This is an optimization exercise on Yosys and OpenROAD, whose aim is small area, not a production implementation. At most, simulation tests tie the RTL to the original design; equivalence was not proved.

Setup of the previous run:
==> flow/design.v <==
package skew_feeder_pkg;
    localparam int SF_DEPTH_DEFAULT      = 8;
    localparam int SF_ARRAY_M_DEFAULT    = 8;
    localparam int SF_DATA_WIDTH_DEFAULT = 32;
    typedef enum logic [1:0] {
        IDLE  = 2'd0,
        LOAD  = 2'd1,
        EMIT  = 2'd2,
        DRAIN = 2'd3
    } feeder_state_e;
    function automatic integer data_set_width(input integer array_m, input integer data_width);
        data_set_width = array_m * data_width;
    endfunction
    function automatic integer cnt_width(input integer depth, input integer array_m);
        cnt_width = $clog2(depth + array_m);
    endfunction
    function automatic integer idx_width(input integer depth);
        idx_width = (depth > 1) ? $clog2(depth) : 1;
    endfunction
    function automatic integer num_cols_width(input integer array_m);
        num_cols_width = $clog2(array_m) + 1;
    endfunction
endpackage
module feeder_row_buf
#(
    parameter int DEPTH      = skew_feeder_pkg::SF_DEPTH_DEFAULT,
    parameter int DATA_WIDTH = skew_feeder_pkg::SF_DATA_WIDTH_DEFAULT
) (
    input  logic                  clk_i,
    input  logic                  shift_i,
    input  logic                  hold_i,
    input  logic [DATA_WIDTH-1:0] tail_i,
    output logic [DATA_WIDTH-1:0] head_o
);
    localparam int W = DEPTH * DATA_WIDTH;
    logic [W-1:0] chain_q;    
    always_ff @(posedge clk_i) begin
        chain_q <= ~(({tail_i, chain_q[W-1:DATA_WIDTH]} | {W{hold_i}})
                   & (chain_q | {W{shift_i}}));
    end
    assign head_o = chain_q[DATA_WIDTH-1:0];
endmodule
module skew_feeder
#(
    parameter int DEPTH      = skew_feeder_pkg::SF_DEPTH_DEFAULT,
    parameter int ARRAY_M    = skew_feeder_pkg::SF_ARRAY_M_DEFAULT,
    parameter int DATA_WIDTH = skew_feeder_pkg::SF_DATA_WIDTH_DEFAULT,
    localparam int DATA_SET_WIDTH = ARRAY_M * DATA_WIDTH,
    localparam int NC_WIDTH       = $clog2(ARRAY_M) + 1
) (
    input  logic                      clk,
    input  logic                      reset,
    input  logic                      start,
    input  logic [NC_WIDTH-1:0]       num_cols,
    input  logic                      in_valid,
    output logic                      in_ready,
    input  logic [DATA_SET_WIDTH-1:0] in_data,
    output logic                      out_valid,
    output logic [DATA_SET_WIDTH-1:0] data_set_out,
    output logic                      drain_out,
    output logic                      busy,
    output logic [1:0]                dbg_state
);
    localparam int NUM_EMIT  = DEPTH + ARRAY_M - 1;         
    localparam int SEQ_W     = $clog2(DEPTH + NUM_EMIT + 4);
    localparam int OUT_FIRST = DEPTH + 2;                   
    localparam int LAST_EMIT = DEPTH + NUM_EMIT - 1;
    localparam int LAST_DRN  = LAST_EMIT + 3;
    logic [1:0]          state_q, state_d;
    logic [SEQ_W-1:0]    cnt_q, cnt_d;
    logic [NC_WIDTH-1:0] ncols_q;
    logic idle, load, emit, drain, accept;
    always_comb begin
        idle   = (state_q == skew_feeder_pkg::IDLE);
        load   = (state_q == skew_feeder_pkg::LOAD);
        emit   = (state_q == skew_feeder_pkg::EMIT);
        drain  = (state_q == skew_feeder_pkg::DRAIN);
        accept = load && in_valid;
    end
    always_comb begin
        state_d = state_q;
        unique case (state_q)
            skew_feeder_pkg::IDLE:  if (start) state_d = skew_feeder_pkg::LOAD;
            skew_feeder_pkg::LOAD:  if (accept && cnt_q == SEQ_W'(DEPTH - 1)) state_d = skew_feeder_pkg::EMIT;
            skew_feeder_pkg::EMIT:  if (cnt_q == SEQ_W'(LAST_EMIT)) state_d = skew_feeder_pkg::DRAIN;
            skew_feeder_pkg::DRAIN: if (cnt_q == SEQ_W'(LAST_DRN))  state_d = skew_feeder_pkg::IDLE;
            default:                state_d = skew_feeder_pkg::IDLE;
        endcase
        if (idle)                       cnt_d = '0;
        else if (accept || emit || drain) cnt_d = cnt_q + SEQ_W'(1);
        else                            cnt_d = cnt_q;
    end
    always_ff @(posedge clk or negedge reset) begin
        if (!reset) begin
            state_q <= skew_feeder_pkg::IDLE;
            cnt_q   <= '0;
        end else begin
            state_q <= state_d;
            cnt_q   <= cnt_d;
        end
    end
    always_ff @(posedge clk) begin
        if (idle && start) begin
            ncols_q <= num_cols;
        end
    end
    logic [ARRAY_M-1:0] esh_q, ehd_q;
    always_ff @(posedge clk) begin
        for (int k = 0; k < ARRAY_M; k++) begin
            esh_q[k] <=  (cnt_d >= SEQ_W'(OUT_FIRST + k));
            ehd_q[k] <= !(cnt_d >= SEQ_W'(OUT_FIRST + k));
        end
    end
    logic [ARRAY_M-1:0] flip_q;
    feeder_row_buf #(
        .DEPTH      (DEPTH),
        .DATA_WIDTH (1)
    ) u_flip (
        .clk_i   (clk),
        .shift_i (accept || esh_q[0]),
        .hold_i  (!accept && ehd_q[0]),
        .tail_i  (1'b0),
        .head_o  (flip_q[0])
    );
    always_ff @(posedge clk) begin
        flip_q[ARRAY_M-1:1] <= flip_q[ARRAY_M-2:0];
    end
    genvar c;
    generate
        for (c = 0; c < ARRAY_M; c++) begin : g_lane
            logic                  win;
            logic                  flip;
            logic                  pass_w, inv_w;
            logic [DATA_WIDTH-1:0] head;
            assign win = (cnt_q >= SEQ_W'(OUT_FIRST + c))
                      && (cnt_q <  SEQ_W'(OUT_FIRST + c + DEPTH))
                      && (ncols_q[NC_WIDTH-1] || (ncols_q[NC_WIDTH-2:0] > (NC_WIDTH-1)'(c)));
            assign flip   = flip_q[c] ^ 1'(c % 2);
            assign pass_w = win && !flip;
            assign inv_w  = win && flip;
            feeder_row_buf #(
                .DEPTH      (DEPTH),
                .DATA_WIDTH (DATA_WIDTH)
            ) u_lane (
                .clk_i   (clk),
                .shift_i (accept || esh_q[c]),
                .hold_i  (!accept && ehd_q[c]),
                .tail_i  (in_data[c*DATA_WIDTH +: DATA_WIDTH]),
                .head_o  (head)
            );
            assign data_set_out[c*DATA_WIDTH +: DATA_WIDTH] =
                (head & {DATA_WIDTH{pass_w}}) | (~head & {DATA_WIDTH{inv_w}});
        end
    endgenerate
    assign in_ready  = load;
    assign out_valid = (cnt_q >= SEQ_W'(OUT_FIRST)) && (cnt_q <= SEQ_W'(LAST_DRN - 1));
    assign drain_out = (cnt_q == SEQ_W'(LAST_DRN));
    assign busy      = !idle;
    assign dbg_state = state_q;
endmodule
export LEC_CHECK = 0
export CAP_MARGIN = 20
export CORE_MARGIN = 2
export CORE_UTILIZATION = 80
export PLACE_DENSITY = 0.9
export SLEW_MARGIN = 20
create_clock -name core_clock -period 5.0 [get_ports {clk}]
standard.sh (not shown) runs the stock make flow with config.mk's settings and CLKGATE_MAP_FILE= SYNTH_SCRIPT=/design/flow/synth_recipe.tcl, a recipe that flattens the netlist after the stock synthesis.
==> flow/flow/run.sh <==
#!/bin/bash
# The standard layout (standard.sh), with two changes:
#  - the port buffers that buffer_ports inserts use the smallest buffer cell;
#  - clock tree synthesis clusters about 10 flip-flops per clkbuf_4 leaf
#    buffer, with clkbuf_16 at the root and clkbuf_8 in the trunk, and
#    inserts no dummy loads.
# make writes every tool's full log under orfs/logs/; standard.log has make's output.
set -euo pipefail
export BUFFER_PORTS_ARGS="-buffer_cell sky130_fd_sc_hd__buf_1"
export CTS_ARGS="-sink_clustering_enable -sink_clustering_size 10 -sink_clustering_max_diameter 35 -buf_list sky130_fd_sc_hd__clkbuf_4 -root_buf sky130_fd_sc_hd__clkbuf_16 -tree_buf sky130_fd_sc_hd__clkbuf_8 -dont_use_dummy_load -repair_clock_nets"
bash standard.sh > standard.log 2>&1
> inputs changed (the previous run -> the current run)
--- a/flow/design.v
+++ b/flow/design.v
@@ -112,17 +112,19 @@
         end
     end
-    logic [ARRAY_M-1:0] flip_q;
-    feeder_row_buf #(
-        .DEPTH      (DEPTH),
-        .DATA_WIDTH (1)
-    ) u_flip (
-        .clk_i   (clk),
-        .shift_i (accept || esh_q[0]),
-        .hold_i  (!accept && ehd_q[0]),
-        .tail_i  (1'b0),
-        .head_o  (flip_q[0])
-    );
+    logic               tgl_q;
+    logic [DEPTH-1:0]   par_q;
+    always_ff @(posedge clk or negedge reset) begin
+        if (!reset) begin
+            tgl_q <= 1'b0;
+        end else begin
+            tgl_q <= !tgl_q;
+        end
+    end
     always_ff @(posedge clk) begin
-        flip_q[ARRAY_M-1:1] <= flip_q[ARRAY_M-2:0];
+        for (int r = 0; r < DEPTH; r++) begin
+            if (accept && cnt_q[$clog2(DEPTH)-1:0] == $clog2(DEPTH)'(r)) begin
+                par_q[r] <= !tgl_q;
+            end
+        end
     end
     genvar c;
@@ -132,9 +134,11 @@
             logic                  flip;
             logic                  pass_w, inv_w;
+            logic [$clog2(DEPTH)-1:0] row;
             logic [DATA_WIDTH-1:0] head;
             assign win = (cnt_q >= SEQ_W'(OUT_FIRST + c))
                       && (cnt_q <  SEQ_W'(OUT_FIRST + c + DEPTH))
                       && (ncols_q[NC_WIDTH-1] || (ncols_q[NC_WIDTH-2:0] > (NC_WIDTH-1)'(c)));
-            assign flip   = flip_q[c] ^ 1'(c % 2);
+            assign row    = cnt_q[$clog2(DEPTH)-1:0] - $clog2(DEPTH)'(OUT_FIRST + c);
+            assign flip   = !(tgl_q ^ par_q[row]);
             assign pass_w = win && !flip;
             assign inv_w  = win && flip;
## What came out
The current run: full flow OK, the timing, design-rule and antenna checks passed
NOTE: maximum VDD drop in the current run falls short of that of the previous run
Delta (the current run minus the previous run): total wirelength of the detailed-routed design has decreased; number of flip-flops and latches has remained practically unchanged; overall die width has decreased.
Clock-buffer cell count delta for the current run relative to the previous run: about 0.9% higher
The lower instance area after placement came out of the current run.
Of the current run and the previous run, the higher source-to-sink clock delay at the later pin of the worst-skew pair belongs to the current run.
The current run: count of different cell masters after synthesis 1.9% below the previous run
Diff the previous run -> the current run | global-route met2 utilization | increase of 0.52 points
Against the previous run, worst setup slack in the current run came out worse.
The RTL of the previous run was laid out without a check of its function.

## port drivers added, routing unchanged
No port has a modelled driver above. Below, the same layouts with a new extraction and two added sets of constraints. Step 1: set_driving_cell puts a clkbuf_16 on clk and a buf_2 on each other input, an assumption about the parent block. Step 2 moves the port delays by t, midway between the first and last clock arrival at a register: inputs arrive t later, outputs are due t later. That takes back most of the time a late clock gives input paths. a / b / c = no drivers / after step 1 / after step 2; a / b = the first two.
run | t, ns | slack for setup (ns) | hold WS [ns] | worst setup path at the end | pins driven straight from the clock port
the previous run | 0.744 | 0.788 / 0.714 / 1.458 | 0.207 / 0.210 / 0.374 | register to output | 1
the current run | 0.742 | 0.126 / 0.056 / 0.798 | 0.265 / 0.282 / 0.364 | register to output | 1
After both steps every run listed still meets setup and hold.
